This is an optimization exercise on Yosys and OpenROAD, whose aim is small area and a short achievable clock period, not a production implementation.
In this exercise RTL edits were held to simulation tests only and were not proved equivalent to the original.
Power is estimated from default activity; no workload was simulated.

cedar:
// vector_wavegen
module vector_wavegen (
    input  logic       clk,
    input  logic       reset,
    input  logic       enable,
    input  logic       rxd,
    output logic [7:0] xdac,
    output logic [7:0] ydac,
    output logic [3:0] list_index,
    output logic       loaded
);
Size in the first run: roughly 2900 cells after synthesis, about 1000 flip-flops, ~25 I/O pins, ~41000 um2 of cells after synthesis.
Settings: LEC_CHECK=0, CAP_MARGIN=20, CORE_MARGIN=2, CORE_UTILIZATION=60, SLEW_MARGIN=20; clock period 12.0 ns.
standard.sh (not shown) runs the stock make flow with config.mk's settings and CLKGATE_MAP_FILE= SYNTH_SCRIPT=/design/flow/synth_recipe.tcl, a recipe that flattens the netlist after the stock synthesis.
==> flow/flow/run.sh <==
#!/bin/bash
# The standard layout (same synthesis script and steps), with the repair
# margin, abc delay target and clock-tree options from params.sh
set -euo pipefail
W=$PWD
source $W/flow/params.sh
export CTS_ARGS
make -C "$FLOW_HOME" DESIGN_CONFIG=$W/config.mk WORK_HOME=$W/orfs CLKGATE_MAP_FILE= \
    SYNTH_SCRIPT=$W/synth_recipe.tcl CAP_MARGIN=20 CORE_MARGIN=2 CORE_UTILIZATION=$UTIL \
    SLEW_MARGIN=20 $EXTRA_MAKE_ARGS finish > $W/make_finish.log 2>&1
R=$W/orfs/results/$FLOW_PLATFORM/vector_wavegen/base
: # left out here: write the final layout as DEF
==> flow/flow/params.sh <==
UTIL=60
EXTRA_MAKE_ARGS="SETUP_SLACK_MARGIN=8.3 ABC_CLOCK_PERIOD_IN_PS=1000"
CTS_ARGS="-sink_clustering_enable -repair_clock_nets -dont_use_dummy_load -sink_clustering_size 30 -sink_clustering_max_diameter 100"
cedar: done, clean on timing, DRC and antenna
The following lists how sierra was set up differently from cedar:
- changing CORE_UTILIZATION from 60 to 40
--- a/flow/flow/run.sh
+++ b/flow/flow/run.sh
@@ -7,5 +7,5 @@
 export CTS_ARGS
 make -C "$FLOW_HOME" DESIGN_CONFIG=$W/config.mk WORK_HOME=$W/orfs CLKGATE_MAP_FILE= \
-    SYNTH_SCRIPT=$W/synth_recipe.tcl CAP_MARGIN=20 CORE_MARGIN=2 CORE_UTILIZATION=$UTIL \
+    SYNTH_SCRIPT=$W/synth_recipe.tcl CAP_MARGIN=20 CORE_MARGIN=2 CORE_UTILIZATION=40 \
     SLEW_MARGIN=20 $EXTRA_MAKE_ARGS finish > $W/make_finish.log 2>&1
 R=$W/orfs/results/$FLOW_PLATFORM/vector_wavegen/base
==> flow/flow/params.sh <==
EXTRA_MAKE_ARGS="SETUP_SLACK_MARGIN=8.3 ABC_CLOCK_PERIOD_IN_PS=1000"
CTS_ARGS="-sink_clustering_enable -repair_clock_nets -dont_use_dummy_load"
[summary]
Compared cedar against sierra; setup violation total in the final timing report within noise. Combined flip-flop and latch cell area delta (cedar -> sierra): insignificant. cedar ended up with met4 as its top layer used by detailed routing; sierra ended up with met5. Compared with cedar, sierra degrades worst slack at placement. On area added between synthesis and finish: sierra sits above cedar. Taking cedar as the reference, in sierra per-cell via count in the routed design lost 0.94, sum of met3 wire segment lengths after detailed routing -10%, minimum hold slack was more or less identical, number of signal-net buffers in the layout -10, number of gates given a new drive strength after cts increased 33.


Setup of onyx:
Another version of the RTL of vector_wavegen (not shown whole).
Size in the first run: about 2,900 cells after synthesis, ~25 I/O pins.
export LEC_CHECK = 0
export CAP_MARGIN = 20
export CORE_MARGIN = 2
export CORE_UTILIZATION = 80
export SLEW_MARGIN = 20
create_clock -name core_clock -period 12.0 [get_ports {clk}]
==> flow/flow/run.sh <==
#!/bin/bash
# The standard layout (same synthesis script and steps), with the repair
# margin, abc delay target and clock-tree options from params.sh
set -euo pipefail
W=$PWD
source $W/flow/params.sh
export CTS_ARGS BUFFER_PORTS_ARGS
make -C "$FLOW_HOME" DESIGN_CONFIG=$W/config.mk WORK_HOME=$W/orfs CLKGATE_MAP_FILE= \
    SYNTH_SCRIPT=$W/synth_recipe.tcl CAP_MARGIN=$CAPM CORE_MARGIN=2 CORE_UTILIZATION=$UTIL \
    SLEW_MARGIN=$SLEWM $EXTRA_MAKE_ARGS finish > $W/make_finish.log 2>&1
R=$W/orfs/results/$FLOW_PLATFORM/vector_wavegen/base
: # left out here: write the final layout as DEF
==> flow/flow/params.sh <==
UTIL=80
EXTRA_MAKE_ARGS="SETUP_SLACK_MARGIN=8.6 ABC_CLOCK_PERIOD_IN_PS=1000 ADDER_MAP_FILE="
CTS_ARGS="-sink_clustering_enable -repair_clock_nets -dont_use_dummy_load -sink_clustering_size 27 -sink_clustering_max_diameter 90"
BUFFER_PORTS_ARGS=""
CAPM=10
SLEWM=10
onyx | stages: all done | timing, DRC, antenna: all pass
Edits applied to the flow inputs when going from onyx to fjord:
# onyx
export LEC_CHECK = 0
export CAP_MARGIN = 20
export CORE_MARGIN = 2
export CORE_UTILIZATION = 80
export SLEW_MARGIN = 20
create_clock -name core_clock -period 12.0 [get_ports {clk}]
# fjord
export LEC_CHECK = 0
export CAP_MARGIN = 20
export CORE_MARGIN = 2
export CORE_UTILIZATION = 70
export SLEW_MARGIN = 20
create_clock -name core_clock -period 12.0 [get_ports {clk}]
==> flow/flow/run.sh <==
#!/bin/bash
# The standard layout (same synthesis script and steps), with the repair
# margin, abc delay target and clock-tree options from params.sh; the final abc
# mapping runs abc_nobuf.script (abc_speed.script without its buffering and
# sizing, which the placer's repair redoes with wire loads)
set -euo pipefail
W=$PWD
source $W/flow/params.sh
export CTS_ARGS BUFFER_PORTS_ARGS
export MY_ABC_SCRIPT=$W/flow/abc_nobuf.script
{
  head -n 1 $W/synth_recipe.tcl
  cat <<'T'
proc abc {args} {
  set i [lsearch -exact $args -script]
  if {$i >= 0} { lset args [expr {$i + 1}] $::env(MY_ABC_SCRIPT) }
  yosys abc {*}$args
}
T
  tail -n +2 $W/synth_recipe.tcl
} > $W/synth_flow.tcl
make -C "$FLOW_HOME" DESIGN_CONFIG=$W/config.mk WORK_HOME=$W/orfs CLKGATE_MAP_FILE= \
    SYNTH_SCRIPT=$W/synth_flow.tcl CAP_MARGIN=$CAPM CORE_MARGIN=2 CORE_UTILIZATION=$UTIL \
    SLEW_MARGIN=$SLEWM $EXTRA_MAKE_ARGS finish > $W/make_finish.log 2>&1
R=$W/orfs/results/$FLOW_PLATFORM/vector_wavegen/base
: # left out here: write the final layout as DEF
==> flow/flow/abc_nobuf.script (new file) <==
&get -n
&st
&dch
&nf
&st
&syn2
&if -g -K 6
&synch2
&nf
&st
&syn2
&if -g -K 6
&synch2
&nf
&st
&syn2
&if -g -K 6
&synch2
&nf
&st
&syn2
&if -g -K 6
&synch2
&nf
&st
&syn2
&if -g -K 6
&synch2
&nf
&put
topo
stime -c
--- a/flow/flow/params.sh
+++ b/flow/flow/params.sh
@@ -1,2 +1,2 @@
-UTIL=80
+UTIL=70
 EXTRA_MAKE_ARGS="SETUP_SLACK_MARGIN=8.6 ABC_CLOCK_PERIOD_IN_PS=1000 ADDER_MAP_FILE="
- Taking onyx as the reference, in fjord part of the total power dissipated in sequential elements dropped 0.2 points; minimum period implied by the final worst setup slack climbed 0.038 ns; area of the multi-input gates climbed about 1.9%; starting utilization of the core area dropped 11 points.
- fjord gives more layout cell share with drive strength beyond 1 than onyx did.
Edits applied to the flow inputs when going from fjord to pepper:
==> flow/flow/run.sh <==
#!/bin/bash
# The standard layout (same synthesis script and steps), with the repair
# margin, abc delay target and clock-tree options from params.sh
set -euo pipefail
W=$PWD
source $W/flow/params.sh
export CTS_ARGS BUFFER_PORTS_ARGS
make -C "$FLOW_HOME" DESIGN_CONFIG=$W/config.mk WORK_HOME=$W/orfs CLKGATE_MAP_FILE= \
    SYNTH_SCRIPT=$W/synth_recipe.tcl CAP_MARGIN=20 CORE_MARGIN=2 CORE_UTILIZATION=$UTIL \
    SLEW_MARGIN=20 $EXTRA_MAKE_ARGS finish > $W/make_finish.log 2>&1
R=$W/orfs/results/$FLOW_PLATFORM/vector_wavegen/base
: # left out here: write the final layout as DEF
==> flow/flow/params.sh <==
UTIL=70
EXTRA_MAKE_ARGS="SETUP_SLACK_MARGIN=8.5 ABC_CLOCK_PERIOD_IN_PS=1000 ADDER_MAP_FILE="
CTS_ARGS="-sink_clustering_enable -repair_clock_nets -dont_use_dummy_load -sink_clustering_size 27 -sink_clustering_max_diameter 90"
BUFFER_PORTS_ARGS=""
removed: flow/flow/abc_nobuf.script
- In pepper the sequential share of cell area turned out 0.58 points higher than in fjord.
- For the global-route track usage on met2, pepper came in 1.0 points lower than fjord did.
- Final worst-path cycle share is higher on fjord
- Clock share of power ended up 0.5 points higher on pepper than on fjord.
- Comparing fjord and pepper, the higher worst hold slack across all endpoints is on pepper.
--- input diff pepper..lagoon ---
==> flow/flow/params.sh <==
UTIL=70
EXTRA_MAKE_ARGS="SETUP_SLACK_MARGIN=8.6 ABC_CLOCK_PERIOD_IN_PS=1000 ADDER_MAP_FILE="
CTS_ARGS="-sink_clustering_enable -repair_clock_nets -dont_use_dummy_load -sink_clustering_size 24 -sink_clustering_max_diameter 80"
BUFFER_PORTS_ARGS=""
## What came out
Of the two values seen for launching instance or port of the critical path, x_axis.pos[1] was produced by pepper and loader0.loaded by lagoon.
Comparing pepper and lagoon, relative area of clock buffers and inverters in the final design is lower on pepper.
Between pepper and lagoon, the flow reports post-CTS setup buffer count decreasing by a few percent.
Delta (lagoon minus pepper): total power picked up an extra 0.000081 W; count of buffers not belonging to the clock network in the layout picked up an extra 10; aggregate routed wire length picked up an extra 0.92%.
Compared with pepper, first-iteration DRC count in lagoon decreased by a few percent.
Measured slew at the worst slew-check pin: lagoon > pepper
lagoon against pepper: detailed-routed wire length on met2 now sits higher, final clock period utilization by the worst path now sits at about the same level.

-- separate check: timing with driven ports --
In the flow no input, the clock included, has a driving cell. The finished layouts below were timed again as built, in two steps.
Step 1, drivers: a clkbuf_16 drives clk and a buf_2 each remaining input, both assumed.
Step 2 also shifts input and output timing later by t, the mid clock arrival at the registers, as if the neighbouring blocks saw the same clock.
Slacks: ideal / step 1 / step 2; pairs: ideal / step 1.
run | shift t [ns] | setup WS [ns] | worst register clock-pin slew, ns | worst data-port slew with drivers (ns) | pins driven straight from the clock port
cedar | 0.667 | 8.337 / 8.269 / 7.719 | 0.12 / 0.12 | 0.04 | 1
sierra | 0.722 | 8.336 / 8.272 / 7.661 | 0.07 / 0.07 | 0.04 | 1
onyx | 0.655 | 8.517 / 8.454 / 7.918 | 0.11 / 0.11 | 0.04 | 1
fjord | 0.677 | 8.479 / 8.417 / 8.030 | 0.10 / 0.10 | 0.03 | 1
pepper | 0.661 | 8.520 / 8.459 / 7.923 | 0.10 / 0.10 | 0.03 | 1
lagoon | 0.681 | 8.513 / 8.451 / 7.993 | 0.10 / 0.10 | 0.03 | 1
After both steps setup and hold are still met in every run listed. For sierra, which loses most, drivers alone change the setup slack by -0.064 ns; drivers and shift together by -0.675 ns.
